This design comes from an exercise in tuning for small area on the open sky130 flow, not from production work. Only simulation tests tie the RTL to the original design; equivalence was not proved. Power and IR drop assume default switching activity. No driver is modelled on the clock port, so clocking that relies on it looks cheaper here than on a real chip.

==> flow/design.v <==
package synth_pkg;
	localparam int NUM_OPS = 6;
endpackage
module wave_rom
(
	input logic [6:0] addr,
	output logic [6:0] data
);
	logic [6:0] idx;  
	assign idx = addr[6] ? 7'd64 - {1'b0, addr[5:0]} : {1'b0, addr[5:0]};
	always_comb begin
		case (idx)
			7'd0: data = 7'd0;
			7'd1: data = 7'd3;
			7'd2: data = 7'd6;
			7'd3: data = 7'd9;
			7'd4: data = 7'd12;
			7'd5: data = 7'd16;
			7'd6: data = 7'd19;
			7'd7: data = 7'd22;
			7'd8: data = 7'd25;
			7'd9: data = 7'd28;
			7'd10: data = 7'd31;
			7'd11: data = 7'd34;
			7'd12: data = 7'd37;
			7'd13: data = 7'd40;
			7'd14: data = 7'd43;
			7'd15: data = 7'd46;
			7'd16: data = 7'd49;
			7'd17: data = 7'd51;
			7'd18: data = 7'd54;
			7'd19: data = 7'd57;
			7'd20: data = 7'd60;
			7'd21: data = 7'd63;
			7'd22: data = 7'd65;
			7'd23: data = 7'd68;
			7'd24: data = 7'd71;
			7'd25: data = 7'd73;
			7'd26: data = 7'd76;
			7'd27: data = 7'd78;
			7'd28: data = 7'd81;
			7'd29: data = 7'd83;
			7'd30: data = 7'd85;
			7'd31: data = 7'd88;
			7'd32: data = 7'd90;
			7'd33: data = 7'd92;
			7'd34: data = 7'd94;
			7'd35: data = 7'd96;
			7'd36: data = 7'd98;
			7'd37: data = 7'd100;
			7'd38: data = 7'd102;
			7'd39: data = 7'd104;
			7'd40: data = 7'd106;
			7'd41: data = 7'd107;
			7'd42: data = 7'd109;
			7'd43: data = 7'd111;
			7'd44: data = 7'd112;
			7'd45: data = 7'd113;
			7'd46: data = 7'd115;
			7'd47: data = 7'd116;
			7'd48: data = 7'd117;
			7'd49: data = 7'd118;
			7'd50: data = 7'd120;
			7'd51: data = 7'd121;
			7'd52: data = 7'd122;
			7'd53: data = 7'd122;
			7'd54: data = 7'd123;
			7'd55: data = 7'd124;
			7'd56: data = 7'd125;
			7'd57: data = 7'd125;
			7'd58: data = 7'd126;
			7'd59: data = 7'd126;
			7'd60: data = 7'd126;
			7'd61: data = 7'd127;
			7'd62: data = 7'd127;
			7'd63: data = 7'd127;
			7'd64: data = 7'd127;
			default: data = 7'd0;
		endcase
	end
endmodule
module rip_add #(
	parameter int W = 16
) (
	input logic [W-1:0] a,
	input logic [W-1:0] b,
	input logic ci,
	output logic [W-1:0] s,
	output logic co
);
	logic [W:0] c;
	assign c[0] = ci;
	for (genvar i = 0; i < W; i++) begin : g_bit
		assign s[i] = a[i] ^ b[i] ^ c[i];
		assign c[i + 1] = (a[i] & b[i]) | (c[i] & (a[i] ^ b[i]));
	end
	assign co = c[W];
endmodule
module rip_inc #(
	parameter int W = 32
) (
	input logic [W-1:0] a,
	output logic [W-1:0] s
);
	logic [W:0] c;
	assign c[0] = 1'b1;
	for (genvar i = 0; i < W; i++) begin : g_bit
		assign s[i] = a[i] ^ c[i];
		assign c[i + 1] = a[i] & c[i];
	end
endmodule
module voice_mixer
(
	input logic [6:0] mag,
	input logic sgn,
	input logic [15:0] lvl,  
	input logic [18:0] base,
	output logic [18:0] acc_new
);
	logic [26:8] sum;
	logic [15:0] lx;
	assign lx = lvl ^ {16{sgn}};
	logic p1;
	logic p2;
	logic p3;
	logic p4;
	logic p5;
	logic p6;
	logic p7;
	logic p8;
	logic p9;
	logic p10;
	logic p11;
	logic p12;
	logic p13;
	logic p14;
	logic p15;
	logic p16;
	logic p17;
	logic p18;
	logic p19;
	logic p20;
	logic p21;
	logic p22;
	logic p23;
	logic p24;
	logic p25;
	logic p26;
	logic p27;
	logic p28;
	logic p29;
	logic p30;
	logic p31;
	logic p32;
	logic p33;
	logic p34;
	logic p35;
	logic p36;
	logic p37;
	logic p38;
	logic p39;
	logic p40;
	logic p41;
	logic p42;
	logic p43;
	logic p44;
	logic p45;
	logic p46;
	logic p47;
	logic p48;
	logic p49;
	logic p50;
	logic p51;
	logic p52;
	logic p53;
	logic p54;
	logic p55;
	logic p56;
	logic p57;
	logic p58;
	logic p59;
	logic p60;
	logic p61;
	logic p62;
	logic p63;
	logic p64;
	logic p65;
	logic p66;
	logic p67;
	logic p68;
	logic p69;
	logic p70;
	logic p71;
	logic p72;
	logic p73;
	logic p74;
	logic p75;
	logic p76;
	logic p77;
	logic p78;
	logic p79;
	logic p80;
	logic p81;
	logic p82;
	logic p83;
	logic p84;
	logic p85;
	logic p86;
	logic p87;
	logic p88;
	logic p89;
	logic p90;
	logic p91;
	logic p92;
	logic p93;
	logic p94;
	logic p95;
	logic p96;
	logic p97;
	logic p98;
	logic p99;
	logic p100;
	logic p101;
	logic p102;
	logic p103;
	logic p104;
	logic p105;
	logic p106;
	logic p107;
	logic p108;
	logic p109;
	logic p110;
	logic p111;
	logic p112;
	logic p113;
	logic p114;
	logic p115;
	logic p116;
	logic p117;
	logic p118;
	logic p119;
	logic s120;
	logic c121;
	logic s122;
	logic c123;
	logic s124;
	logic c125;
	logic s126;
	logic c127;
	logic s128;
	logic c129;
	logic s130;
	logic c131;
	logic s132;
	logic c133;
	logic s134;
	logic c135;
	logic s136;
	logic c137;
	logic s138;
	logic c139;
	logic s140;
	logic c141;
	logic s142;
	logic c143;
	logic s144;
	logic c145;
	logic s146;
	logic c147;
	logic s148;
	logic c149;
	logic s150;
	logic c151;
	logic s152;
	logic c153;
	logic s154;
	logic c155;
	logic s156;
	logic c157;
	logic s158;
	logic c159;
	logic s160;
	logic c161;
	logic s162;
	logic c163;
	logic s164;
	logic c165;
	logic s166;
	logic c167;
	logic s168;
	logic c169;
	logic s170;
	logic c171;
	logic s172;
	logic c173;
	logic s174;
	logic c175;
	logic s176;
	logic c177;
	logic s178;
	logic c179;
	logic s180;
	logic c181;
	logic s182;
	logic c183;
	logic s184;
	logic c185;
	logic s186;
	logic c187;
	logic s188;
	logic c189;
	logic s190;
	logic c191;
	logic s192;
	logic c193;
	logic s194;
	logic c195;
	logic s196;
	logic c197;
	logic s198;
	logic c199;
	logic s200;
	logic c201;
	logic s202;
	logic c203;
	logic s204;
	logic c205;
	logic s206;
	logic c207;
	logic s208;
	logic c209;
	logic s210;
	logic c211;
	logic s212;
	logic c213;
	logic s214;
	logic c215;
	logic s216;
	logic c217;
	logic s218;
	logic c219;
	logic s220;
	logic c221;
	logic s222;
	logic c223;
	logic s224;
	logic c225;
	logic s226;
	logic c227;
	logic s228;
	logic c229;
	logic s230;
	logic c231;
	logic s232;
	logic c233;
	logic s234;
	logic c235;
	logic s236;
	logic c237;
	logic s238;
	logic c239;
	logic s240;
	logic c241;
	logic s242;
	logic c243;
	logic s244;
	logic c245;
	logic s246;
	logic c247;
	logic s248;
	logic c249;
	logic s250;
	logic c251;
	logic s252;
	logic c253;
	logic s254;
	logic c255;
	logic s256;
	logic c257;
	logic s258;
	logic c259;
	logic s260;
	logic c261;
	logic s262;
	logic c263;
	logic s264;
	logic c265;
	logic s266;
	logic c267;
	logic s268;
	logic c269;
	logic s270;
	logic c271;
	logic s272;
	logic c273;
	logic s274;
	logic c275;
	logic s276;
	logic c277;
	logic s278;
	logic c279;
	logic s280;
	logic c281;
	logic s282;
	logic c283;
	logic s284;
	logic c285;
	logic s286;
	logic c287;
	logic s288;
	logic c289;
	logic s290;
	logic c291;
	logic s292;
	logic c293;
	logic s294;
	logic c295;
	logic s296;
	logic c297;
	logic s298;
	logic c299;
	logic s300;
	logic c301;
	logic s302;
	logic c303;
	logic s304;
	logic c305;
	logic s306;
	logic c307;
	logic s308;
	logic c309;
	logic s310;
	logic c311;
	logic r312;
	logic r313;
	logic r314;
	logic r315;
	logic r316;
	logic r317;
	logic r318;
	logic r319;
	logic r320;
	logic r321;
	logic r322;
	logic r323;
	logic r324;
	logic r325;
	logic r326;
	logic r327;
	logic r328;
	logic r329;
	logic r330;
	logic r331;
	logic u332;
	logic v333;
	logic r334;
	logic r335;
	logic u336;
	logic v337;
	logic r338;
	logic r339;
	logic u340;
	logic v341;
	logic r342;
	logic r343;
	logic u344;
	logic v345;
	logic r346;
	logic r347;
	logic u348;
	logic v349;
	logic r350;
	logic r351;
	logic u352;
	logic v353;
	logic r354;
	logic r355;
	logic u356;
	logic v357;
	assign p1 = mag[0] & lx[0];
	assign p2 = mag[0] & lx[1];
	assign p3 = mag[0] & lx[2];
	assign p4 = mag[0] & lx[3];
	assign p5 = mag[0] & lx[4];
	assign p6 = mag[0] & lx[5];
	assign p7 = mag[0] & lx[6];
	assign p8 = mag[0] & lx[7];
	assign p9 = mag[0] & lx[8];
	assign p10 = mag[0] & lx[9];
	assign p11 = mag[0] & lx[10];
	assign p12 = mag[0] & lx[11];
	assign p13 = mag[0] & lx[12];
	assign p14 = mag[0] & lx[13];
	assign p15 = mag[0] & lx[14];
	assign p16 = ~(mag[0] & lx[15]);
	assign p17 = sgn & mag[0];
	assign p18 = mag[1] & lx[0];
	assign p19 = mag[1] & lx[1];
	assign p20 = mag[1] & lx[2];
	assign p21 = mag[1] & lx[3];
	assign p22 = mag[1] & lx[4];
	assign p23 = mag[1] & lx[5];
	assign p24 = mag[1] & lx[6];
	assign p25 = mag[1] & lx[7];
	assign p26 = mag[1] & lx[8];
	assign p27 = mag[1] & lx[9];
	assign p28 = mag[1] & lx[10];
	assign p29 = mag[1] & lx[11];
	assign p30 = mag[1] & lx[12];
	assign p31 = mag[1] & lx[13];
	assign p32 = mag[1] & lx[14];
	assign p33 = ~(mag[1] & lx[15]);
	assign p34 = sgn & mag[1];
	assign p35 = mag[2] & lx[0];
	assign p36 = mag[2] & lx[1];
	assign p37 = mag[2] & lx[2];
	assign p38 = mag[2] & lx[3];
	assign p39 = mag[2] & lx[4];
	assign p40 = mag[2] & lx[5];
	assign p41 = mag[2] & lx[6];
	assign p42 = mag[2] & lx[7];
	assign p43 = mag[2] & lx[8];
	assign p44 = mag[2] & lx[9];
	assign p45 = mag[2] & lx[10];
	assign p46 = mag[2] & lx[11];
	assign p47 = mag[2] & lx[12];
	assign p48 = mag[2] & lx[13];
	assign p49 = mag[2] & lx[14];
	assign p50 = ~(mag[2] & lx[15]);
	assign p51 = sgn & mag[2];
	assign p52 = mag[3] & lx[0];
	assign p53 = mag[3] & lx[1];
	assign p54 = mag[3] & lx[2];
	assign p55 = mag[3] & lx[3];
	assign p56 = mag[3] & lx[4];
	assign p57 = mag[3] & lx[5];
	assign p58 = mag[3] & lx[6];
	assign p59 = mag[3] & lx[7];
	assign p60 = mag[3] & lx[8];
	assign p61 = mag[3] & lx[9];
	assign p62 = mag[3] & lx[10];
	assign p63 = mag[3] & lx[11];
	assign p64 = mag[3] & lx[12];
	assign p65 = mag[3] & lx[13];
	assign p66 = mag[3] & lx[14];
	assign p67 = ~(mag[3] & lx[15]);
	assign p68 = sgn & mag[3];
	assign p69 = mag[4] & lx[0];
	assign p70 = mag[4] & lx[1];
	assign p71 = mag[4] & lx[2];
	assign p72 = mag[4] & lx[3];
	assign p73 = mag[4] & lx[4];
	assign p74 = mag[4] & lx[5];
	assign p75 = mag[4] & lx[6];
	assign p76 = mag[4] & lx[7];
	assign p77 = mag[4] & lx[8];
	assign p78 = mag[4] & lx[9];
	assign p79 = mag[4] & lx[10];
	assign p80 = mag[4] & lx[11];
	assign p81 = mag[4] & lx[12];
	assign p82 = mag[4] & lx[13];
	assign p83 = mag[4] & lx[14];
	assign p84 = ~(mag[4] & lx[15]);
	assign p85 = sgn & mag[4];
	assign p86 = mag[5] & lx[0];
	assign p87 = mag[5] & lx[1];
	assign p88 = mag[5] & lx[2];
	assign p89 = mag[5] & lx[3];
	assign p90 = mag[5] & lx[4];
	assign p91 = mag[5] & lx[5];
	assign p92 = mag[5] & lx[6];
	assign p93 = mag[5] & lx[7];
	assign p94 = mag[5] & lx[8];
	assign p95 = mag[5] & lx[9];
	assign p96 = mag[5] & lx[10];
	assign p97 = mag[5] & lx[11];
	assign p98 = mag[5] & lx[12];
	assign p99 = mag[5] & lx[13];
	assign p100 = mag[5] & lx[14];
	assign p101 = ~(mag[5] & lx[15]);
	assign p102 = sgn & mag[5];
	assign p103 = mag[6] & lx[0];
	assign p104 = mag[6] & lx[1];
	assign p105 = mag[6] & lx[2];
	assign p106 = mag[6] & lx[3];
	assign p107 = mag[6] & lx[4];
	assign p108 = mag[6] & lx[5];
	assign p109 = mag[6] & lx[6];
	assign p110 = mag[6] & lx[7];
	assign p111 = mag[6] & lx[8];
	assign p112 = mag[6] & lx[9];
	assign p113 = mag[6] & lx[10];
	assign p114 = mag[6] & lx[11];
	assign p115 = mag[6] & lx[12];
	assign p116 = mag[6] & lx[13];
	assign p117 = mag[6] & lx[14];
	assign p118 = ~(mag[6] & lx[15]);
	assign p119 = sgn & mag[6];
	assign s120 = p6 ^ p22;
	assign c121 = p6 & p22;
	assign s122 = p7 ^ p23 ^ p39;
	assign c123 = (p7 & p23) | (p7 & p39) | (p23 & p39);
	assign s124 = p55 ^ p71;
	assign c125 = p55 & p71;
	assign s126 = p8 ^ p24 ^ p40;
	assign c127 = (p8 & p24) | (p8 & p40) | (p24 & p40);
	assign s128 = p56 ^ p72;
	assign c129 = p56 & p72;
	assign s130 = p9 ^ p25 ^ p41;
	assign c131 = (p9 & p25) | (p9 & p41) | (p25 & p41);
	assign s132 = p57 ^ p73 ^ p89;
	assign c133 = (p57 & p73) | (p57 & p89) | (p73 & p89);
	assign s134 = p10 ^ p26 ^ p42;
	assign c135 = (p10 & p26) | (p10 & p42) | (p26 & p42);
	assign s136 = p58 ^ p74 ^ p90;
	assign c137 = (p58 & p74) | (p58 & p90) | (p74 & p90);
	assign s138 = p11 ^ p27 ^ p43;
	assign c139 = (p11 & p27) | (p11 & p43) | (p27 & p43);
	assign s140 = p59 ^ p75 ^ p91;
	assign c141 = (p59 & p75) | (p59 & p91) | (p75 & p91);
	assign s142 = p12 ^ p28 ^ p44;
	assign c143 = (p12 & p28) | (p12 & p44) | (p28 & p44);
	assign s144 = p60 ^ p76 ^ p92;
	assign c145 = (p60 & p76) | (p60 & p92) | (p76 & p92);
	assign s146 = p13 ^ p29 ^ p45;
	assign c147 = (p13 & p29) | (p13 & p45) | (p29 & p45);
	assign s148 = p61 ^ p77 ^ p93;
	assign c149 = (p61 & p77) | (p61 & p93) | (p77 & p93);
	assign s150 = p14 ^ p30 ^ p46;
	assign c151 = (p14 & p30) | (p14 & p46) | (p30 & p46);
	assign s152 = p62 ^ p78 ^ p94;
	assign c153 = (p62 & p78) | (p62 & p94) | (p78 & p94);
	assign s154 = p15 ^ p31 ^ p47;
	assign c155 = (p15 & p31) | (p15 & p47) | (p31 & p47);
	assign s156 = p63 ^ p79 ^ p95;
	assign c157 = (p63 & p79) | (p63 & p95) | (p79 & p95);
	assign s158 = p16 ^ p32 ^ p48;
	assign c159 = (p16 & p32) | (p16 & p48) | (p32 & p48);
	assign s160 = p64 ^ p80 ^ p96;
	assign c161 = (p64 & p80) | (p64 & p96) | (p80 & p96);
	assign s162 = p33 ^ p49 ^ p65;
	assign c163 = (p33 & p49) | (p33 & p65) | (p49 & p65);
	assign s164 = p81 ^ p97;
	assign c165 = p81 & p97;
	assign s166 = p50 ^ p66 ^ p82;
	assign c167 = (p50 & p66) | (p50 & p82) | (p66 & p82);
	assign s168 = p4 ^ p20;
	assign c169 = p4 & p20;
	assign s170 = p5 ^ p21 ^ p37;
	assign c171 = (p5 & p21) | (p5 & p37) | (p21 & p37);
	assign s172 = p53 ^ p69;
	assign c173 = p53 & p69;
	assign s174 = s120 ^ p38 ^ p54;
	assign c175 = (s120 & p38) | (s120 & p54) | (p38 & p54);
	assign s176 = p70 ^ p86 ^ p102;
	assign c177 = (p70 & p86) | (p70 & p102) | (p86 & p102);
	assign s178 = c121 ^ s122 ^ s124;
	assign c179 = (c121 & s122) | (c121 & s124) | (s122 & s124);
	assign s180 = p87 ^ p103 ^ p119;
	assign c181 = (p87 & p103) | (p87 & p119) | (p103 & p119);
	assign s182 = c123 ^ c125 ^ s126;
	assign c183 = (c123 & c125) | (c123 & s126) | (c125 & s126);
	assign s184 = s128 ^ p88 ^ p104;
	assign c185 = (s128 & p88) | (s128 & p104) | (p88 & p104);
	assign s186 = c127 ^ c129 ^ s130;
	assign c187 = (c127 & c129) | (c127 & s130) | (c129 & s130);
	assign s188 = s132 ^ p105 ^ base[0];
	assign c189 = (s132 & p105) | (s132 & base[0]) | (p105 & base[0]);
	assign s190 = c131 ^ c133 ^ s134;
	assign c191 = (c131 & c133) | (c131 & s134) | (c133 & s134);
	assign s192 = s136 ^ p106 ^ base[1];
	assign c193 = (s136 & p106) | (s136 & base[1]) | (p106 & base[1]);
	assign s194 = c135 ^ c137 ^ s138;
	assign c195 = (c135 & c137) | (c135 & s138) | (c137 & s138);
	assign s196 = s140 ^ p107 ^ base[2];
	assign c197 = (s140 & p107) | (s140 & base[2]) | (p107 & base[2]);
	assign s198 = c139 ^ c141 ^ s142;
	assign c199 = (c139 & c141) | (c139 & s142) | (c141 & s142);
	assign s200 = s144 ^ p108 ^ base[3];
	assign c201 = (s144 & p108) | (s144 & base[3]) | (p108 & base[3]);
	assign s202 = c143 ^ c145 ^ s146;
	assign c203 = (c143 & c145) | (c143 & s146) | (c145 & s146);
	assign s204 = s148 ^ p109 ^ base[4];
	assign c205 = (s148 & p109) | (s148 & base[4]) | (p109 & base[4]);
	assign s206 = c147 ^ c149 ^ s150;
	assign c207 = (c147 & c149) | (c147 & s150) | (c149 & s150);
	assign s208 = s152 ^ p110 ^ base[5];
	assign c209 = (s152 & p110) | (s152 & base[5]) | (p110 & base[5]);
	assign s210 = c151 ^ c153 ^ s154;
	assign c211 = (c151 & c153) | (c151 & s154) | (c153 & s154);
	assign s212 = s156 ^ p111 ^ base[6];
	assign c213 = (s156 & p111) | (s156 & base[6]) | (p111 & base[6]);
	assign s214 = c155 ^ c157 ^ s158;
	assign c215 = (c155 & c157) | (c155 & s158) | (c157 & s158);
	assign s216 = s160 ^ p112 ^ base[7];
	assign c217 = (s160 & p112) | (s160 & base[7]) | (p112 & base[7]);
	assign s218 = c159 ^ c161 ^ s162;
	assign c219 = (c159 & c161) | (c159 & s162) | (c161 & s162);
	assign s220 = s164 ^ p113 ^ base[8];
	assign c221 = (s164 & p113) | (s164 & base[8]) | (p113 & base[8]);
	assign s222 = c163 ^ c165 ^ s166;
	assign c223 = (c163 & c165) | (c163 & s166) | (c165 & s166);
	assign s224 = p98 ^ p114 ^ base[9];
	assign c225 = (p98 & p114) | (p98 & base[9]) | (p114 & base[9]);
	assign s226 = c167 ^ p67 ^ p83;
	assign c227 = (c167 & p67) | (c167 & p83) | (p67 & p83);
	assign s228 = p99 ^ p115 ^ base[10];
	assign c229 = (p99 & p115) | (p99 & base[10]) | (p115 & base[10]);
	assign s230 = p84 ^ p100 ^ p116;
	assign c231 = (p84 & p100) | (p84 & p116) | (p100 & p116);
	assign s232 = p3 ^ p19;
	assign c233 = p3 & p19;
	assign s234 = s168 ^ p36 ^ p52;
	assign c235 = (s168 & p36) | (s168 & p52) | (p36 & p52);
	assign s236 = c169 ^ s170 ^ s172;
	assign c237 = (c169 & s170) | (c169 & s172) | (s170 & s172);
	assign s238 = c171 ^ c173 ^ s174;
	assign c239 = (c171 & c173) | (c171 & s174) | (c173 & s174);
	assign s240 = c175 ^ c177 ^ s178;
	assign c241 = (c175 & c177) | (c175 & s178) | (c177 & s178);
	assign s242 = c179 ^ c181 ^ s182;
	assign c243 = (c179 & c181) | (c179 & s182) | (c181 & s182);
	assign s244 = c183 ^ c185 ^ s186;
	assign c245 = (c183 & c185) | (c183 & s186) | (c185 & s186);
	assign s246 = c187 ^ c189 ^ s190;
	assign c247 = (c187 & c189) | (c187 & s190) | (c189 & s190);
	assign s248 = c191 ^ c193 ^ s194;
	assign c249 = (c191 & c193) | (c191 & s194) | (c193 & s194);
	assign s250 = c195 ^ c197 ^ s198;
	assign c251 = (c195 & c197) | (c195 & s198) | (c197 & s198);
	assign s252 = c199 ^ c201 ^ s202;
	assign c253 = (c199 & c201) | (c199 & s202) | (c201 & s202);
	assign s254 = c203 ^ c205 ^ s206;
	assign c255 = (c203 & c205) | (c203 & s206) | (c205 & s206);
	assign s256 = c207 ^ c209 ^ s210;
	assign c257 = (c207 & c209) | (c207 & s210) | (c209 & s210);
	assign s258 = c211 ^ c213 ^ s214;
	assign c259 = (c211 & c213) | (c211 & s214) | (c213 & s214);
	assign s260 = c215 ^ c217 ^ s218;
	assign c261 = (c215 & c217) | (c215 & s218) | (c217 & s218);
	assign s262 = c219 ^ c221 ^ s222;
	assign c263 = (c219 & c221) | (c219 & s222) | (c221 & s222);
	assign s264 = c223 ^ c225 ^ s226;
	assign c265 = (c223 & c225) | (c223 & s226) | (c225 & s226);
	assign s266 = c227 ^ c229 ^ s230;
	assign c267 = (c227 & c229) | (c227 & s230) | (c229 & s230);
	assign s268 = c231 ^ p101 ^ p117;
	assign c269 = (c231 & p101) | (c231 & p117) | (p101 & p117);
	assign s270 = p2 ^ p18;
	assign c271 = p2 & p18;
	assign s272 = s232 ^ p35 ^ p51;
	assign c273 = (s232 & p35) | (s232 & p51) | (p35 & p51);
	assign s274 = c233 ^ s234 ^ p68;
	assign c275 = (c233 & s234) | (c233 & p68) | (s234 & p68);
	assign s276 = c235 ^ s236 ^ p85;
	assign c277 = (c235 & s236) | (c235 & p85) | (s236 & p85);
	assign s278 = c237 ^ s238 ^ s176;
	assign c279 = (c237 & s238) | (c237 & s176) | (s238 & s176);
	assign s280 = c239 ^ s240 ^ s180;
	assign c281 = (c239 & s240) | (c239 & s180) | (s240 & s180);
	assign s282 = c241 ^ s242 ^ s184;
	assign c283 = (c241 & s242) | (c241 & s184) | (s242 & s184);
	assign s284 = c243 ^ s244 ^ s188;
	assign c285 = (c243 & s244) | (c243 & s188) | (s244 & s188);
	assign s286 = c245 ^ s246 ^ s192;
	assign c287 = (c245 & s246) | (c245 & s192) | (s246 & s192);
	assign s288 = c247 ^ s248 ^ s196;
	assign c289 = (c247 & s248) | (c247 & s196) | (s248 & s196);
	assign s290 = c249 ^ s250 ^ s200;
	assign c291 = (c249 & s250) | (c249 & s200) | (s250 & s200);
	assign s292 = c251 ^ s252 ^ s204;
	assign c293 = (c251 & s252) | (c251 & s204) | (s252 & s204);
	assign s294 = c253 ^ s254 ^ s208;
	assign c295 = (c253 & s254) | (c253 & s208) | (s254 & s208);
	assign s296 = c255 ^ s256 ^ s212;
	assign c297 = (c255 & s256) | (c255 & s212) | (s256 & s212);
	assign s298 = c257 ^ s258 ^ s216;
	assign c299 = (c257 & s258) | (c257 & s216) | (s258 & s216);
	assign s300 = c259 ^ s260 ^ s220;
	assign c301 = (c259 & s260) | (c259 & s220) | (s260 & s220);
	assign s302 = c261 ^ s262 ^ s224;
	assign c303 = (c261 & s262) | (c261 & s224) | (s262 & s224);
	assign s304 = c263 ^ s264 ^ s228;
	assign c305 = (c263 & s264) | (c263 & s228) | (s264 & s228);
	assign s306 = c265 ^ s266 ^ base[11];
	assign c307 = (c265 & s266) | (c265 & base[11]) | (s266 & base[11]);
	assign s308 = c267 ^ s268 ^ base[12];
	assign c309 = (c267 & s268) | (c267 & base[12]) | (s268 & base[12]);
	assign s310 = c269 ^ p118 ^ base[13];
	assign c311 = (c269 & p118) | (c269 & base[13]) | (p118 & base[13]);
	assign r312 = (p1 & p17) | (1'b0 & (p1 ^ p17));
	assign r313 = (s270 & p34) | (r312 & (s270 ^ p34));
	assign r314 = (c271 & s272) | (r313 & (c271 ^ s272));
	assign r315 = (c273 & s274) | (r314 & (c273 ^ s274));
	assign r316 = (c275 & s276) | (r315 & (c275 ^ s276));
	assign r317 = (c277 & s278) | (r316 & (c277 ^ s278));
	assign r318 = (c279 & s280) | (r317 & (c279 ^ s280));
	assign r319 = (c281 & s282) | (r318 & (c281 ^ s282));
	assign sum[8] = c283 ^ s284 ^ r319;
	assign r320 = (c283 & s284) | (r319 & (c283 ^ s284));
	assign sum[9] = c285 ^ s286 ^ r320;
	assign r321 = (c285 & s286) | (r320 & (c285 ^ s286));
	assign sum[10] = c287 ^ s288 ^ r321;
	assign r322 = (c287 & s288) | (r321 & (c287 ^ s288));
	assign sum[11] = c289 ^ s290 ^ r322;
	assign r323 = (c289 & s290) | (r322 & (c289 ^ s290));
	assign sum[12] = c291 ^ s292 ^ r323;
	assign r324 = (c291 & s292) | (r323 & (c291 ^ s292));
	assign sum[13] = c293 ^ s294 ^ r324;
	assign r325 = (c293 & s294) | (r324 & (c293 ^ s294));
	assign sum[14] = c295 ^ s296 ^ r325;
	assign r326 = (c295 & s296) | (r325 & (c295 ^ s296));
	assign sum[15] = c297 ^ s298 ^ r326;
	assign r327 = (c297 & s298) | (r326 & (c297 ^ s298));
	assign sum[16] = c299 ^ s300 ^ r327;
	assign r328 = (c299 & s300) | (r327 & (c299 ^ s300));
	assign sum[17] = c301 ^ s302 ^ r328;
	assign r329 = (c301 & s302) | (r328 & (c301 ^ s302));
	assign sum[18] = c303 ^ s304 ^ r329;
	assign r330 = (c303 & s304) | (r329 & (c303 ^ s304));
	assign sum[19] = c305 ^ s306 ^ r330;
	assign r331 = (c305 & s306) | (r330 & (c305 ^ s306));
	assign u332 = c307 ^ s308 ^ 1'b0;
	assign v333 = c307 ^ s308 ^ 1'b1;
	assign sum[20] = r331 ? v333 : u332;
	assign r334 = (c307 & s308) | (1'b0 & (c307 ^ s308));
	assign r335 = (c307 & s308) | (1'b1 & (c307 ^ s308));
	assign u336 = c309 ^ s310 ^ r334;
	assign v337 = c309 ^ s310 ^ r335;
	assign sum[21] = r331 ? v337 : u336;
	assign r338 = (c309 & s310) | (r334 & (c309 ^ s310));
	assign r339 = (c309 & s310) | (r335 & (c309 ^ s310));
	assign u340 = c311 ^ base[14] ^ r338;
	assign v341 = c311 ^ base[14] ^ r339;
	assign sum[22] = r331 ? v341 : u340;
	assign r342 = (c311 & base[14]) | (r338 & (c311 ^ base[14]));
	assign r343 = (c311 & base[14]) | (r339 & (c311 ^ base[14]));
	assign u344 = base[15] ^ 1'b0 ^ r342;
	assign v345 = base[15] ^ 1'b0 ^ r343;
	assign sum[23] = r331 ? v345 : u344;
	assign r346 = (base[15] & 1'b0) | (r342 & (base[15] ^ 1'b0));
	assign r347 = (base[15] & 1'b0) | (r343 & (base[15] ^ 1'b0));
	assign u348 = base[16] ^ 1'b0 ^ r346;
	assign v349 = base[16] ^ 1'b0 ^ r347;
	assign sum[24] = r331 ? v349 : u348;
	assign r350 = (base[16] & 1'b0) | (r346 & (base[16] ^ 1'b0));
	assign r351 = (base[16] & 1'b0) | (r347 & (base[16] ^ 1'b0));
	assign u352 = base[17] ^ 1'b0 ^ r350;
	assign v353 = base[17] ^ 1'b0 ^ r351;
	assign sum[25] = r331 ? v353 : u352;
	assign r354 = (base[17] & 1'b0) | (r350 & (base[17] ^ 1'b0));
	assign r355 = (base[17] & 1'b0) | (r351 & (base[17] ^ 1'b0));
	assign u356 = base[18] ^ 1'b0 ^ r354;
	assign v357 = base[18] ^ 1'b0 ^ r355;
	assign sum[26] = r331 ? v357 : u356;
	assign acc_new = sum[26:8];
endmodule
module fm_voice (
	input logic clk37,
	input logic rst,
	input logic cmd_valid,
	input logic [31:0] cmd_data,
	output logic signed [15:0] sample,
	output logic sample_valid,
	output logic cmd_busy
);
	localparam int NOPS = synth_pkg::NUM_OPS;
	logic [2:0] s;
	logic [2:0] s2;  
	logic [2:0] s3;  
	logic [2:0] s4;  
	logic started;  
	logic z2, z1, z0;  
	logic clr_f;  
	logic clr_e;
	assign s2 = (s >= 3'd4) ? s - 3'd4 : s + 3'd2;
	assign s3 = (s >= 3'd3) ? s - 3'd3 : s + 3'd3;
	assign s4 = (s >= 3'd2) ? s - 3'd2 : s + 3'd4;
	always_ff @(posedge clk37) begin
		if (rst) begin
			s <= 3'd3;
			started <= 1'b0;
			z2 <= 1'b1;
			z1 <= 1'b1;
			z0 <= 1'b1;
		end else begin
			s <= (s == 3'd5) ? 3'd0 : s + 3'd1;
			if (s == 3'd1) started <= 1'b1;
			if (started && s == 3'd3) z2 <= 1'b0;
			z1 <= z2;
			z0 <= z1;
		end
	end
	assign clr_f = rst || (z0 && !started && (s == 3'd3 || s == 3'd4));  
	assign clr_e = z2;
	logic [3:0] words_left;
	logic cur_env;  
	logic [2:0] cur_idx;
	logic gate;
	logic [5:0] mix_mask;
	logic [31:0] fld [1:7];  
	logic [31:0] last_q;  
	logic [2:0] eidx;  
	logic [2:0] fidx;  
	logic last_word;
	logic idx_ok;
	logic wr_env;
	logic wr_freq;
	assign cmd_busy = |words_left;
	assign last_word = cmd_valid && (words_left == 4'd1) && !rst;
	assign idx_ok = !(cur_idx[2] && cur_idx[1]);
	assign wr_env = last_word && idx_ok && cur_env;
	assign wr_freq = last_word && idx_ok && !cur_env;
	always_ff @(posedge clk37) begin
		if (rst) begin
			words_left <= '0;
			gate <= 1'b0;
			mix_mask <= '0;
		end else if (cmd_valid) begin
			if (cmd_busy) begin
				words_left <= words_left - 4'd1;
			end else begin
				cur_env <= cmd_data[31:24] == 8'd1;
				cur_idx <= cmd_data[18:16];
				if (cmd_data[31:24] == 8'd1) words_left <= 4'd8;
				if (cmd_data[31:24] == 8'd3) words_left <= 4'd1;
				if (cmd_data[31:24] == 8'd2) begin
					gate <= cmd_data[0];
					mix_mask <= cmd_data[13:8];
				end
			end
		end
	end
	always_ff @(posedge clk37) begin
		if ((cmd_valid && words_left == 4'd8) || wr_freq) fld[1] <= cmd_data;
		for (int m = 2; m < 8; m++) begin
			if (cmd_valid && words_left == 4'(9 - m)) fld[m] <= cmd_data;
		end
		if (wr_env) last_q <= cmd_data;
		if (wr_env) eidx <= cur_idx;
		if (wr_freq) fidx <= cur_idx;
	end
	logic pend_a, pend_b, pend_r, pend_f;
	logic live0, live3, pa0, pa3, pb3;
	logic pf0, pf2, pf4;
	logic ins_a0, ins_a3, ins_b3, ins_r2;
	assign live0 = wr_env && cur_idx == s;
	assign live3 = wr_env && cur_idx == s3;
	assign pa0 = pend_a && eidx == s;
	assign pa3 = pend_a && eidx == s3;
	assign pb3 = pend_b && eidx == s3;
	assign pf0 = pend_f && fidx == s;
	assign pf2 = pend_f && fidx == s2;
	assign pf4 = pend_f && fidx == s4;
	assign ins_a0 = live0 || pa0;
	assign ins_a3 = live3 || pa3;
	assign ins_b3 = live3 || pb3;
	assign ins_r2 = pend_r && eidx == s2;
	always_ff @(posedge clk37) begin
		if (rst) begin
			pend_a <= 1'b0;
			pend_b <= 1'b0;
			pend_r <= 1'b0;
			pend_f <= 1'b0;
		end else begin
			pend_a <= (wr_env && !live0 && !live3) || (pend_a && !pa0 && !pa3);
			pend_b <= (wr_env && !live3) || (pend_b && !pb3);
			pend_r <= wr_env || (pend_r && !ins_r2);
			pend_f <= wr_freq || (pend_f && !pf0 && !pf2 && !pf4);
		end
	end
	logic [95:0] pa [NOPS];  
	logic [127:0] pb [NOPS];  
	logic [31:0] pr [NOPS];  
	logic [31:0] pf [NOPS];  
	logic [95:0] a_w;
	logic [127:0] b_w;
	assign a_w = {fld[1], fld[2], fld[3]};
	assign b_w = {fld[4], fld[5], fld[6], fld[7]};
	logic keep_a0, keep_a3, keep_b3, keep_r2, keep_f0, keep_f2, keep_f4;
	assign keep_a0 = !ins_a0 && !clr_e;
	assign keep_a3 = !ins_a3 && !clr_e;
	assign keep_b3 = !ins_b3 && !clr_e;
	assign keep_r2 = !ins_r2 && !clr_e;
	assign keep_f0 = !pf0 && !clr_f;
	assign keep_f2 = !pf2 && !clr_f;
	assign keep_f4 = !pf4 && !clr_f;
	always_ff @(posedge clk37) begin
		pa[0] <= pa[1];
		pa[1] <= pa[2];
		pa[2] <= ({96{ins_a3}} & a_w) | ({96{keep_a3}} & pa[3]);
		pa[3] <= pa[4];
		pa[4] <= pa[5];
		pa[5] <= ({96{ins_a0}} & a_w) | ({96{keep_a0}} & pa[0]);
		pr[0] <= pr[1];
		pr[1] <= ({32{ins_r2}} & last_q) | ({32{keep_r2}} & pr[2]);
		pr[2] <= pr[3];
		pr[3] <= pr[4];
		pr[4] <= pr[5];
		pr[5] <= pr[0];
		pb[0] <= pb[1];
		pb[1] <= pb[2];
		pb[2] <= ({128{ins_b3}} & b_w) | ({128{keep_b3}} & pb[3]);
		pb[3] <= pb[4];
		pb[4] <= pb[5];
		pb[5] <= pb[0];
		pf[0] <= pf[1];
		pf[1] <= ({32{pf2}} & fld[1]) | ({32{keep_f2}} & pf[2]);
		pf[2] <= pf[3];
		pf[3] <= ({32{pf4}} & fld[1]) | ({32{keep_f4}} & pf[4]);
		pf[4] <= pf[5];
		pf[5] <= ({32{pf0}} & fld[1]) | ({32{keep_f0}} & pf[0]);
	end
	logic [2:0] st_r [NOPS];
	logic [31:0] cnt_r [NOPS];
	logic [31:0] amp_r [NOPS];
	logic [31:0] ph_r [NOPS];
	logic gate_d1, gate_d2;
	always_ff @(posedge clk37) begin
		gate_d1 <= gate;
		gate_d2 <= gate_d1;
	end
	logic [15:0] ph_lo;
	logic ph_c, ph_cq;
	logic [2:0] st1;
	localparam int AL = 17;  
	logic [AL-1:0] isel1;
	logic [AL-1:0] amp_lo;
	logic amp_c, amp_cq;
	rip_add #(16) ph_lo_add (
		.a(z1 ? 16'd0 : ph_r[1][15:0]),
		.b(pf[1][15:0]),
		.ci(1'b0),
		.s(ph_lo),
		.co(ph_c)
	);
	assign st1 = z1 ? 3'd0 : st_r[1];
	assign isel1 = ({AL{st1 == 3'd1}} & pa[1][32 +: AL]) | ({AL{st1 == 3'd2}} & pb[1][96 +: AL]) |
		({AL{st1 == 3'd3}} & pb[1][32 +: AL]) | ({AL{st1[2]}} & pr[1][AL-1:0]);
	rip_add #(AL) amp_lo_add (
		.a(st1 == 3'd3 ? {AL{1'b0}} : amp_r[1][AL-1:0]),
		.b(isel1),
		.ci(1'b0),
		.s(amp_lo),
		.co(amp_c)
	);
	always_ff @(posedge clk37) begin
		ph_cq <= ph_c;
		amp_cq <= amp_c;
	end
	logic [15:0] ph_hi;
	rip_add #(16) ph_hi_add (
		.a(z0 ? 16'd0 : ph_r[0][31:16]),
		.b(pf[0][31:16]),
		.ci(ph_cq),
		.s(ph_hi),
		.co()
	);
	logic [31:0] at_time, at_inc, de_time, de_inc, su_time, su_lvl, re_time, re_inc;
	assign {at_time, at_inc, de_time} = pa[0];
	assign {de_inc, su_time, su_lvl, re_time} = pb[0];
	assign re_inc = pr[0];
	logic [2:0] st;
	logic is_i, is_s, is_r;
	logic [31:0] tsel, amp_sum, cnt_inc;
	logic [31:AL] isel0;
	logic eq, tr;
	logic [2:0] nst;
	logic [31:0] ncnt, namp;
	assign st = z0 ? 3'd0 : st_r[0];
	assign is_i = st == 3'd0;
	assign is_s = st == 3'd3;
	assign is_r = !(is_i || st == 3'd1 || st == 3'd2 || is_s);
	logic sel_a, sel_d, sel_s, sel_r;
	assign sel_a = st == 3'd1;
	assign sel_d = st == 3'd2;
	assign sel_s = is_s;
	assign sel_r = st[2];
	assign tsel = ({32{sel_a}} & at_time) | ({32{sel_d}} & de_time) | ({32{sel_s}} & su_time) | ({32{sel_r}} & re_time);
	assign isel0 = ({(32-AL){sel_a}} & at_inc[31:AL]) | ({(32-AL){sel_d}} & de_inc[31:AL]) |
		({(32-AL){sel_s}} & su_lvl[31:AL]) | ({(32-AL){sel_r}} & re_inc[31:AL]);
	assign eq = cnt_r[0] == tsel;
	rip_add #(32 - AL) amp_hi_add (
		.a(sel_s ? {(32-AL){1'b0}} : amp_r[0][31:AL]),
		.b(isel0),
		.ci(amp_cq),
		.s(amp_sum[31:AL]),
		.co()
	);
	assign amp_sum[AL-1:0] = amp_r[0][AL-1:0];
	rip_inc #(32) cnt_inc_add (
		.a(cnt_r[0]),
		.s(cnt_inc)
	);
	assign tr = is_r ? (eq || amp_sum[31]) : (eq || !gate_d2);
	always_comb begin
		if (is_i) nst = {2'b00, gate_d2};
		else if (!tr) nst = st;
		else if (is_r) nst = 3'd0;
		else if (gate_d2) nst = st + 3'd1;
		else nst = 3'd4;
	end
	assign ncnt = (is_i || tr) ? 32'd0 : cnt_inc;
	assign namp = (is_i || (is_r && tr)) ? 32'd0 : amp_sum;
	always_ff @(posedge clk37) begin
		for (int k = 0; k < NOPS - 1; k++) begin
			st_r[k] <= st_r[k + 1];
			cnt_r[k] <= cnt_r[k + 1];
			amp_r[k] <= amp_r[k + 1];
			ph_r[k] <= ph_r[k + 1];
		end
		ph_r[0][15:0] <= ph_lo;
		amp_r[0][AL-1:0] <= amp_lo;
		st_r[NOPS - 1] <= nst;
		cnt_r[NOPS - 1] <= ncnt;
		amp_r[NOPS - 1] <= namp;
		ph_r[NOPS - 1] <= {ph_hi, ph_r[0][15:0]};
	end
	logic [6:0] rom_data;
	logic [6:0] mag;
	logic sgn;
	logic [18:0] acc;
	logic [18:0] acc_new;
	wave_rom wave_rom_inst (
		.addr(ph_hi[14:8]),
		.data(rom_data)
	);
	always_ff @(posedge clk37) begin
		mag <= mix_mask[s] ? rom_data : 7'd0;
		sgn <= mix_mask[s] && ph_hi[15];
	end
	voice_mixer voice_mixer_inst (
		.mag(mag),
		.sgn(sgn),
		.lvl(amp_r[NOPS - 1][31:16]),
		.base((s == 3'd1) ? 19'd426752 : acc),
		.acc_new(acc_new)
	);
	always_ff @(posedge clk37) begin
		acc <= acc_new;
	end
	assign sample = acc[18:3];
	assign sample_valid = started && s == 3'd1;
endmodule
==> flow/flow/run.sh <==
#!/bin/bash
# The standard layout (standard.sh) with three changes:
# - synthesis maps the logic with ABC's mapper told to relax delay in favour of area: the ORFS scripts
#   are copied to ./orfs_scripts unchanged except abc_area.script (ABC_AREA is
#   set in config.mk), and SCRIPTS_DIR points there;
# - the input and output ports are buffered with the smallest buffer (buf_1);
# - clock tree synthesis adds no dummy loads to balance the tree (leaf clusters
#   of up to 33 sinks within 90 um, clkbuf_16 only).
# The full tool output goes to standard.log here and to the ORFS logs under
# orfs/logs.
set -e
cd "$(dirname "$0")/.."
rm -rf orfs_scripts
cp -r "$FLOW_HOME/scripts" orfs_scripts
printf '&get -n\n&st\n&dch\n&nf -R 1000 -p\n&put\ntopo\nstime -c\n' > orfs_scripts/abc_area.script
export SCRIPTS_DIR="$PWD/orfs_scripts"
export BUFFER_PORTS_ARGS="-buffer_cell sky130_fd_sc_hd__buf_1"
export CTS_ARGS="-sink_clustering_enable -repair_clock_nets -dont_use_dummy_load -sink_clustering_size 33 -sink_clustering_max_diameter 90 -buf_list sky130_fd_sc_hd__clkbuf_16"
bash standard.sh > standard.log 2>&1
==> flow/standard.sh <==
#!/bin/bash
# synth_recipe.tcl (not shown) runs the flow's synth.tcl, then flattens the netlist and writes it again
# the make line also repeats each setting of config.mk as NAME=value (left out here)
make -C /OpenROAD-flow-scripts/flow DESIGN_CONFIG=/design/flow/config.mk WORK_HOME=/design/flow/orfs CLKGATE_MAP_FILE= SYNTH_SCRIPT=/design/flow/synth_recipe.tcl "${@:-finish}"
==> flow/config.mk <==
export PLATFORM = sky130hd
export DESIGN_NAME = fm_voice
export DESIGN_NICKNAME = fm_voice
export VERILOG_FILES = /design/flow/design.v
export SDC_FILE = /design/flow/constraint.sdc
export NUM_CORES = 4
export LEC_CHECK = 0
export ABC_AREA = 1
export CAP_MARGIN = 20
export CORE_MARGIN = 2
export CORE_UTILIZATION = 75
export PLACE_DENSITY = 0.85
export SLEW_MARGIN = 20
==> flow/constraint.sdc <==
create_clock -name core_clock -period 10.0 [get_ports {clk37}]
set_input_delay 2.0000 -clock core_clock [delete_from_list [all_inputs] [get_ports {clk37}]]
set_output_delay 2.0000 -clock core_clock [all_outputs]
set_load 0.01 [all_outputs]
==> results of run 1 <==
==> state kept, by name (all words and copies together) (netlist names), 6 cells and up <==
register,count
pa,576
acc,19
amp_r,192
pb,768
mag,7
pr,192
ph_r,192
cnt_r,192
pf,192
mix_mask,6
st_r,18
fld,224
last_q,32
==> metrics by stage <==
stage	hold WS, ns	util, %
floorplan	0.310	-
global placement	0.310	78.0
detailed placement	0.312	78.0
CTS	0.306	80.6
global route	0.308	80.6
finish	0.301	80.6
==> metal layers <==
metal  vias to the layer above  global-route usage [%]  part of all wire, %
met1                     16738                    43.3                   42
met5                         -                       0               0.0069
met3                       309                    4.41                  7.3
li1                      14748                       -                    -
met2                      1435                    50.8                   48
met4                         2                    10.4                  3.4
==> repair_timing <==
action | in CTS | in global routing
pin swaps | 5 | 9
setup endpoints to repair | 3 | 3
buffers inserted | 1 | 0
resized for setup | 3 | 1
gates cloned | 0 | 0
==> final cells by class <==
| class | instances | area share (%) |
|---|---|---|
| repair buffers | 133 | 1.12 |
| clock buffers | 91 | 3.10 |
| multi-input cells | 1441 | 17.6 |
| diodes | 3 | 0.0102 |
| flip-flops and latches | 2641 | 75.5 |
| inverters | 130 | 0.664 |
| well taps | 1186 | 2.02 |
==> power by group through the flow <==
stage,clock (µW),sequential [µW],combinational (µW)
2_1_floorplan,0,11000,261
3_3_place_gp,0,11000,377
3_5_place_dp,0,11000,387
4_1_cts,4540,10700,393
5_1_grt,4870,10700,432
6_report,4530,10700,391
==> path summary, 6_finish.rpt <==
path	end	slack (ns)	cells after the start
max	acc[18]	0.45	32
min reg2reg	pb[5][102]	0.30	0
min	pb[5][102]	0.30	0
max reg2reg	acc[18]	0.45	32
==> layout by cell type (no fill, tap or decap), types with 64 or more instances in the layout <==
cell and n:
nor2b_1 80, clkbuf_16 91, buf_4 80, fa_1 149
dfxtp_1 2374, a222oi_1 64, and2_0 76, a22o_1 448
edfxtp_1 266, nand2_1 181, clkinv_1 129, ha_1 66
==> kinds of logic after synthesis <==
family / Yosys count / synth area share [%]
DFF: 2641 / 80.7
and+or+nand+nor: 492 / 3.57
muxes: 9 / 0.149
xor gates and xnor gates: 85 / 1.08
buffers and inverters: 146 / 0.884
adders and majority gates: 229 / 5.93
AOI/OAI and AO/OA: 626 / 7.70
==> flow_metrics.py, run 1 <==
metrics = {
    "run_status": {
        "status": "no timing/DRC/antenna violations",
    },
    "timing": {
        "hold_viol": 0,
        "fin_setup_tns_ns": 0,
        "rsz0062_at_grt": "false",
        "finalSetupViolCount": 0,
        "fin_skew_ns": 0.0827,
        "relSlewSlack_pct": 22.1,
        "finalCriticalPeriod_ns": 9.55,
        "fmax_mhz": 105,
        "setup_ws_ns": 0.446,
        "drv_slew": 0,
        "worst_pin_slew_ns": 1.17,
        "period_share_pct": 95.5,
    },
    "synth": {
        "synthArstFlopShare_pct": 0,
        "yosys-top-cells-area": "dfxtp_1 69%, edfxtp_1 12%, a22o_1 5.7%",
        "yosysTopAreaCell": "dfxtp_1",
        "synth_top_area_share_pct": 69.1,
        "yosys_warnings": 20,
        "yosysUniqueCellTypes": 51,
        "yosysSeqAreaShare_pct": 80.7,
        "syn-num-nets": 4492,
        "synth_most_common_cell": "dfxtp_1",
        "netlist_area_um2": 68800,
        "synth_seq_cells": 2641,
        "synth.top_cells.by_count": "2375 x dfxtp_1, 448 x a22o_1, 266 x edfxtp_1",
        "syn_area_per_cell_um2": 16.3,
        "synth_cells": 4228,
        "synth_top_flop_cell": "dfxtp_1",
        "synth-edff-count": 266,
    },
    "finish": {
        "seqCellArea_um2": 55500,
        "multi_input_area_um2": 12900,
        "fill_cells": 4476,
        "final_cells": 5625,
        "stdcell_area_um2": 73500,
        "final_layout_size_suffix_gt1_share_pct": 4.89,
        "areaGrowthSynthToFinish_pct": 6.85,
        "nets": 4702,
    },
    "critical_path": {
        "critPathKind": "flip-flop to flip-flop",
        "critPathLaunch": "sgn",
        "crit_slowest_cell": "fa_1",
        "cp_top_family": "adder cells",
        "crit_buf_inv": 4,
        "worstSetupEndpointType": "flip-flop",
        "cpMostUsedCell": "fa_2",
        "cpPeakStageDelay_ns": 0.55,
        "critPathRequiredTime_ns": 10.54,
        "start_kind": "flip-flop",
        "cp.arrival_ns": 10.09,
        "critPathMaxFanout": 8,
        "reg2reg_from": "sgn",
    },
    "pwr": {
        "power_frac_seq_pct": 68.6,
        "p_per_area_nw_per_um2": 213,
        "internal-power_uw": 12500,
        "switching_share_pct": 20.2,
        "p_clk_share_pct": 28.9,
        "irDropWorstVdd_uv": 200,
        "power.leakage_uw": 0.0280,
        "power_frac_comb_pct": 2.5,
        "p_sw_uw": 3160,
        "p_total_uw": 15700,
    },
    "routing": {
        "wl_per_cell_um": 25.6,
        "num_vias": 33232,
        "drt_first_iter_violations": 3490,
        "wirelength_um": 144000,
        "viasPerCell": 5.91,
        "drtPass1Iterations": 9,
        "ant_nets": 0,
        "drc": 0,
    },
    "floorplan": {
        "die_h_um": 307,
        "initial_core_util_pct": 75.4,
        "row_count": 111,
        "design.die.area_um2": 94200,
        "die_x_um": 307,
        "coreArea_um2": 91200,
        "ios": 53,
    },
    "clock_network": {
        "clockBufferDepth": 3,
        "cts.sinks": 2641,
        "clk_latency_ns": 0.72,
        "clk_pin_slew_ns": 0.11,
        "cts_tree": "done",
        "h-tree-depth": 3,
        "cts_root_buf": "clkbuf_16",
        "ctsHoldBuffers": 0,
        "cts_inserted_buffers": 91,
    },
    "grt": {
        "grt_pass1_vias": 34598,
        "overflow": 0,
        "grt_pass1_wl_um": 215000,
        "grt_usage_pct": 31.0,
        "grt_max_degree": 69,
        "grt_antenna_before_repair": 5,
    },
    "worst_hold_path": {
        "hold_class": "flip-flop to flip-flop",
        "worstHoldStart": "pb[0][102]",
    },
    "placement": {
        "place_congestion": 0.832,
        "place_area_um2": 71200,
        "place_hpwl_um": 86800,
        "pre_cts_slack_ns": -0.219,
        "place_inst": 5529,
        "port_buffers": 52,
    },
    "flow_run": {
        "drv_cap": 0,
    },
}
==> run 2: changes to the inputs <==
--- a/flow/flow/run.sh
+++ b/flow/flow/run.sh
@@ -6,5 +6,5 @@
 # - the input and output ports are buffered with the smallest buffer (buf_1);
 # - clock tree synthesis adds no dummy loads to balance the tree (leaf clusters
-#   of up to 33 sinks within 90 um, clkbuf_16 only).
+#   of up to 34 sinks within 90 um, clkbuf_16 only).
 # The full tool output goes to standard.log here and to the ORFS logs under
 # orfs/logs.
@@ -16,4 +16,4 @@
 export SCRIPTS_DIR="$PWD/orfs_scripts"
 export BUFFER_PORTS_ARGS="-buffer_cell sky130_fd_sc_hd__buf_1"
-export CTS_ARGS="-sink_clustering_enable -repair_clock_nets -dont_use_dummy_load -sink_clustering_size 33 -sink_clustering_max_diameter 90 -buf_list sky130_fd_sc_hd__clkbuf_16"
+export CTS_ARGS="-sink_clustering_enable -repair_clock_nets -dont_use_dummy_load -sink_clustering_size 34 -sink_clustering_max_diameter 90 -buf_list sky130_fd_sc_hd__clkbuf_16"
 bash standard.sh > standard.log 2>&1
==> run 2 against run 1 <==
Against the previous run:
- sequential power is essentially flat
- clock power shrank 2%
- clock-buffer cell count shrank 2
- cell count is essentially flat
- first-iteration DRC count is 1.6% higher
==> flow_metrics.py, run 2 <==
metrics = {
    "run_status": {
        "status": "no timing/DRC/antenna violations",
    },
    "placement": {
        "place_inst": 5529,
        "port_buffers": 52,
        "place_hpwl_um": 86800,
        "place_congestion": 0.832,
    },
    "synth": {
        "synth_top_area_share_pct": 69.1,
        "synth.top_cells.by_count": "2375 x dfxtp_1, 448 x a22o_1, 266 x edfxtp_1",
        "synth_top_flop_cell": "dfxtp_1",
        "syn_area_per_cell_um2": 16.3,
        "synth-edff-count": 266,
        "synth_cells": 4228,
        "yosysUniqueCellTypes": 51,
        "synth_seq_cells": 2641,
        "netlist_area_um2": 68800,
        "yosys-top-cells-area": "dfxtp_1 69%, edfxtp_1 12%, a22o_1 5.7%",
        "syn-num-nets": 4492,
        "synth_most_common_cell": "dfxtp_1",
        "synthArstFlopShare_pct": 0,
        "yosysSeqAreaShare_pct": 80.7,
        "yosysTopAreaCell": "dfxtp_1",
        "yosys_warnings": 20,
    },
    "clock_network": {
        "clockBufferDepth": 3,
        "h-tree-depth": 3,
        "cts_inserted_buffers": 89,
        "clk_pin_slew_ns": 0.11,
        "cts.sinks": 2641,
        "cts_tree": "done",
        "cts_root_buf": "clkbuf_16",
        "clk_latency_ns": 0.68,
    },
    "timing": {
        "finalSetupViolCount": 0,
        "fmax_mhz": 104,
        "fin_setup_tns_ns": 0,
        "relSlewSlack_pct": 22.2,
        "finalCriticalPeriod_ns": 9.59,
        "drv_slew": 0,
        "rsz0062_at_grt": "false",
        "fin_skew_ns": 0.0680,
        "worst_pin_slew_ns": 1.17,
        "period_share_pct": 95.9,
        "hold_viol": 0,
    },
    "floorplan": {
        "ios": 53,
        "coreArea_um2": 91200,
        "row_count": 111,
        "initial_core_util_pct": 75.4,
        "die_x_um": 307,
        "die_h_um": 307,
        "design.die.area_um2": 94200,
    },
    "finish": {
        "multi_input_area_um2": 12900,
        "mostFrequentLayoutCell": "dfxtp_1",
        "top_regs": "pb (768), pa (576), fld (224)",
        "largest_register_ffs": 768,
        "seqCellArea_um2": 55500,
        "nets": 4702,
        "largest_register": "pb",
        "final_cells": 5624,
        "final_cell_mix": "2374 x dfxtp_1, 448 x a22o_1, 266 x edfxtp_1, 181 x nand2_1, 149 x fa_1",
        "fill_cells": 4458,
        "fin_util_pct": 80.6,
        "areaGrowthSynthToFinish_pct": 6.82,
        "final_layout_size_suffix_gt1_share_pct": 4.89,
    },
    "critical_path": {
        "cp_top_family": "adder cells",
        "critPathRequiredTime_ns": 10.55,
        "cp.arrival_ns": 10.14,
        "worstSetupEndpointType": "flip-flop",
        "cpMostUsedCell": "fa_2",
        "start_kind": "flip-flop",
        "critPathMaxFanout": 8,
        "crit_slowest_cell": "fa_1",
        "crit_buf_inv": 6,
        "critPathKind": "flip-flop to flip-flop",
        "cpPeakStageDelay_ns": 0.51,
    },
    "pwr": {
        "irDropWorstVdd_uv": 192,
        "p_per_area_nw_per_um2": 212,
        "power.leakage_uw": 0.0280,
    },
    "routing": {
        "wirelength_um": 142000,
        "wl_per_cell_um": 25.3,
        "viasPerCell": 5.89,
        "drt_first_iter_violations": 3546,
        "drtPass1Iterations": 6,
        "num_vias": 33112,
        "ant_nets": 0,
        "drc": 0,
    },
    "grt": {
        "grt_pass1_wl_um": 213000,
        "grt_pass1_vias": 34336,
        "overflow": 0,
        "grt_antenna_before_repair": 6,
        "grt_max_degree": 69,
        "grt_usage_pct": 30.6,
    },
    "worst_hold_path": {
        "hold_class": "flip-flop to flip-flop",
    },
    "flow_run": {
        "drv_cap": 0,
    },
}
==> run 2: cell counts after synthesis <==
Identical to the previous run, type by type.
==> run 2: path summary, 6_finish.rpt <==
path,start,endpoint,slack [ns],depth (start not counted)
worst max-delay path,sgn,acc[18],0.41,37
worst min-delay path,pr[1][31],pr[0][31],0.30,0
worst max register to register,sgn,acc[18],0.41,37
worst min register to register,pr[1][31],pr[0][31],0.30,0
==> run 2: per-layer routing <==
layer | vias to the layer above | GRT usage, % | part of all wire (%)
li1 | 14775 | - | -
met1 | 16731 | 43.1 | 42
met2 | 1343 | 50.2 | 48
met3 | 263 | 4.49 | 6.8
met4 | 0 | 9.17 | 3.0
met5 | - | 0 | 0
==> run 2: layout make-up <==
type                       instances  area share, %
clock buffer                      89           3.03
multi-input combinational       1441           17.6
antenna                            2        0.00681
timing repair buffer             135           1.16
inverter                         130          0.664
sequential                      2641           75.5
tap                             1186           2.02
==> run 2: where the power goes <==
group	internal [µW]	switching [µW]	leakage, µW	total, µW
clock	1620	2840	0.00110	4460
sequential	10700	25.1	0.0215	10700
combinational	132	273	0.00534	405
total	12500	3130	0.0280	15600
==> run 2: timing repair <==
| item | 4_1_cts | 5_1_grt |
|---|---|---|
| pin swaps | 6 | 10 |
| gates resized for setup | 2 | 2 |
| endpoints found under the hold margin | 0 | 0 |
| endpoints found under the setup margin | 3 | 3 |
| setup buffers | 2 | 0 |
| hold buffers | 0 | 0 |
==> run 2: cell families after synthesis <==
group / Yosys count / synth area share, %
muxes: 9 / 0.149
adders and majority gates: 229 / 5.93
DFF: 2641 / 80.7
AOI/OAI and AO/OA: 626 / 7.70
xor gates and xnor gates: 85 / 1.08
and+or+nand+nor: 492 / 3.57
buffers and inverters: 146 / 0.884
==> run 2: through the flow <==
stage          hold slack [ns]  area [µm²]  worst slack [ns]  total power (µW)
6_report                 0.302       73500             0.409             15600
5_1_grt                  0.304       73500           0.00951             16000
4_1_cts                  0.301       73500            0.0273             15600
3_5_place_dp             0.312       71200            -0.219             11400
3_3_place_gp             0.310       71200            -0.129             11400
2_1_floorplan            0.310       68900            0.0445             11200
==> run 3: changes to the inputs <==
--- a/flow/flow/run.sh
+++ b/flow/flow/run.sh
@@ -6,5 +6,5 @@
 # - the input and output ports are buffered with the smallest buffer (buf_1);
 # - clock tree synthesis adds no dummy loads to balance the tree (leaf clusters
-#   of up to 34 sinks within 90 um, clkbuf_16 only).
+#   of up to 32 sinks within 110 um, clkbuf_16 only).
 # The full tool output goes to standard.log here and to the ORFS logs under
 # orfs/logs.
@@ -16,4 +16,4 @@
 export SCRIPTS_DIR="$PWD/orfs_scripts"
 export BUFFER_PORTS_ARGS="-buffer_cell sky130_fd_sc_hd__buf_1"
-export CTS_ARGS="-sink_clustering_enable -repair_clock_nets -dont_use_dummy_load -sink_clustering_size 34 -sink_clustering_max_diameter 90 -buf_list sky130_fd_sc_hd__clkbuf_16"
+export CTS_ARGS="-sink_clustering_enable -repair_clock_nets -dont_use_dummy_load -sink_clustering_size 32 -sink_clustering_max_diameter 110 -buf_list sky130_fd_sc_hd__clkbuf_16"
 bash standard.sh > standard.log 2>&1
==> run 3 against run 2 <==
Against the previous run:
- still clean on timing, DRC and antenna
- die area unchanged
- clock power up 2%
- clock-buffer cell count up 3
- maximum frequency down 0.41%
- sequential power about the same
- register-to-register slack worse by 0.04 ns
==> flow_metrics.py, run 3 <==
metrics = {
    "finish": {
        "final_cells": 5625,
        "nets": 4703,
        "stdcell_area_um2": 73600,
        "largest_register_ffs": 768,
        "final_layout_size_suffix_gt1_share_pct": 4.91,
        "fill_cells": 4449,
        "mostFrequentLayoutCell": "dfxtp_1",
        "top_regs": "pb (768), pa (576), fld (224)",
        "areaGrowthSynthToFinish_pct": 6.88,
        "largest_register": "pb",
        "seqCellArea_um2": 55500,
        "final_cell_mix": "2374 x dfxtp_1, 448 x a22o_1, 266 x edfxtp_1, 181 x nand2_1, 150 x fa_1",
        "multi_input_area_um2": 12900,
    },
    "placement": {
        "place_hpwl_um": 86800,
        "pre_cts_slack_ns": -0.219,
        "place_inst": 5529,
        "port_buffers": 52,
        "place_congestion": 0.832,
        "place_area_um2": 71200,
    },
    "pwr": {
        "irDropWorstVdd_uv": 181,
        "internal-power_uw": 12500,
        "p_per_area_nw_per_um2": 213,
        "p_clk_share_pct": 29.0,
        "switching_share_pct": 20.2,
        "power.leakage_uw": 0.0280,
        "p_sw_uw": 3160,
        "power_frac_comb_pct": 2.5,
        "power_frac_seq_pct": 68.5,
    },
    "clock_network": {
        "clockBufferDepth": 3,
        "cts_tree": "done",
        "clk_latency_ns": 0.71,
        "h-tree-depth": 3,
        "clk_pin_slew_ns": 0.11,
        "ctsHoldBuffers": 0,
        "cts.sinks": 2641,
        "cts_root_buf": "clkbuf_16",
        "cts_inserted_buffers": 92,
    },
    "synth": {
        "netlist_area_um2": 68800,
        "synth_most_common_cell": "dfxtp_1",
        "syn_area_per_cell_um2": 16.3,
        "synth_top_flop_cell": "dfxtp_1",
        "synth_cells": 4228,
        "synth_top_area_share_pct": 69.1,
        "yosys_warnings": 20,
        "yosysUniqueCellTypes": 51,
        "synth-edff-count": 266,
        "yosysSeqAreaShare_pct": 80.7,
        "yosys-top-cells-area": "dfxtp_1 69%, edfxtp_1 12%, a22o_1 5.7%",
        "synth.top_cells.by_count": "2375 x dfxtp_1, 448 x a22o_1, 266 x edfxtp_1",
        "yosysTopAreaCell": "dfxtp_1",
        "synthArstFlopShare_pct": 0,
        "syn-num-nets": 4492,
        "synth_seq_cells": 2641,
    },
    "timing": {
        "drv_slew": 0,
        "setup_ws_ns": 0.370,
        "finalCriticalPeriod_ns": 9.63,
        "worst_pin_slew_ns": 1.18,
        "period_share_pct": 96.3,
        "finalSetupViolCount": 0,
        "relSlewSlack_pct": 21.1,
        "hold_viol": 0,
        "rsz0062_at_grt": "false",
        "fin_setup_tns_ns": 0,
        "fmax_mhz": 104,
        "fin_skew_ns": 0.0503,
        "hold_slack_ns": 0.305,
    },
    "worst_hold_path": {
        "hold_class": "flip-flop to flip-flop",
        "worstHoldStart": "pb[0][102]",
    },
    "critical_path": {
        "start_kind": "flip-flop",
        "critPathMaxFanout": 16,
        "cp.arrival_ns": 10.21,
        "rrSetupSlack_ns": 0.37,
        "worstSetupEndpointType": "flip-flop",
        "critPathRequiredTime_ns": 10.58,
        "reg2reg_from": "z0",
        "critPathLaunch": "z0",
        "critPathKind": "flip-flop to flip-flop",
    },
    "grt": {
        "grt_antenna_before_repair": 6,
        "grt_max_degree": 69,
        "grt_pass1_vias": 34636,
        "grt_usage_pct": 31.0,
        "grt_pass1_wl_um": 216000,
        "overflow": 0,
    },
    "routing": {
        "wl_per_cell_um": 25.6,
        "ant_nets": 0,
        "drt_first_iter_violations": 3403,
        "wirelength_um": 144000,
        "viasPerCell": 5.91,
        "drc": 0,
        "num_vias": 33227,
        "drtPass1Iterations": 6,
    },
    "floorplan": {
        "row_count": 111,
        "die_h_um": 307,
        "initial_core_util_pct": 75.4,
        "ios": 53,
        "die_x_um": 307,
        "design.die.area_um2": 94200,
        "coreArea_um2": 91200,
    },
    "run_status": {
        "status": "no timing/DRC/antenna violations",
    },
    "flow_run": {
        "drv_cap": 0,
    },
}
[run 3: final cells by class]
class | count | area share, %
multi-input cells | 1441 | 17.6
flip-flops and latches | 2641 | 75.5
well taps | 1186 | 2.02
inverters | 130 | 0.663
diodes | 2 | 0.00680
repair buffers | 133 | 1.12
clock buffers | 92 | 3.13
[run 3: stage by stage]
stage | util, % | total power (µW)
global route | 80.6 | 16100
CTS | 80.6 | 15700
detailed placement | 78.0 | 11400
global placement | 78.0 | 11400
floorplan | - | 11200
finish | 80.6 | 15700
[run 3: worst max-delay path, cell delays in order, from the launching register on]
cell and delay (ns):
dfxtp_1 0.37, nand2b_1 0.26, clkinv_1 0.11, ha_1 0.17, ha_2 0.25, buf_4 0.31
a222oi_1 0.15, a21boi_0 0.20, fa_1 0.52, fa_1 0.49, fa_1 0.46, fa_1 0.48
fa_1 0.46, fa_1 0.46, fa_1 0.46, fa_1 0.47, fa_1 0.47, fa_1 0.50
fa_1 0.56, fa_1 0.49, fa_1 0.46, xnor2_1 0.24, xnor2_1 0.18, a211o_1 0.35
nand2_1 0.09, nand2_1 0.11, buf_4 0.23, nor2b_1 0.23
[run 3: cell families after synthesis]
logic type | Yosys count | synth area share [%]
compound gates | 626 | 7.70
xor+xnor | 85 | 1.08
fa+ha+maj | 229 | 5.93
buf+inv | 146 | 0.884
flops | 2641 | 80.7
mux | 9 | 0.149
simple gates | 492 | 3.57
[run 3: path summary, 6_finish.rpt]
kind,endpoint,cells after the start
worst max-delay path,amp_r[5][17],27
worst min-delay path,pb[5][102],0
worst max register to register,amp_r[5][17],27
worst min register to register,pb[5][102],0
[run 3: power groups by stage]
stage	clock, µW	sequential (µW)	combinational (µW)
final	4540	10700	392
after global routing	4870	10700	431
after CTS	4550	10700	391
after detailed placement	0	11000	387
after global placement	0	11000	377
after floorplan	0	11000	261
[run 3: layer usage]
layer	share of wire (%)	vias to the layer above	global-route usage, %
li1	-	14743	-
met1	42	16796	43.8
met2	48	1388	50.4
met3	6.9	296	4.27
met4	3.5	4	10.3
met5	0.019	-	0
[run 3: what timing repair did]
item,CTS,global route
resized for setup,2,2
endpoints found under the hold margin,0,0
endpoints found under the setup margin,3,3
pin swaps,5,9
setup buffers,1,0

## what the ideal ports hide
How much do the figures lean on ideal ports? The routed layouts below were timed once more, with nothing changed but the port constraints.
Step 1, drivers: a clkbuf_16 drives clk37 and a buf_2 each remaining input, both assumed.
Step 2, shift: input delay + t, output delay - t, t = (earliest + latest rising clock arrival at the registers) / 2. This alone moves slack from input paths to output paths.
a / b / c = ideal ports / drivers / drivers and shift; a / b = the first two.
| run | shift t [ns] | slack for setup (ns) | clock arrival spread, ns | slew at the worst register clock pin (ns) | cell pins on the clock port's net |
|---|---|---|---|---|---|
| run 1 | 0.738 | 0.446 / 0.446 / 0.446 | 0.127 / 0.127 | 0.12 / 0.12 | 1 |
| run 2 | 0.734 | 0.409 / 0.409 / 0.409 | 0.097 / 0.097 | 0.12 / 0.12 | 1 |
| run 3 | 0.760 | 0.370 / 0.370 / 0.370 | 0.051 / 0.051 | 0.12 / 0.12 | 1 |
After both steps setup and hold are still met in every run listed.
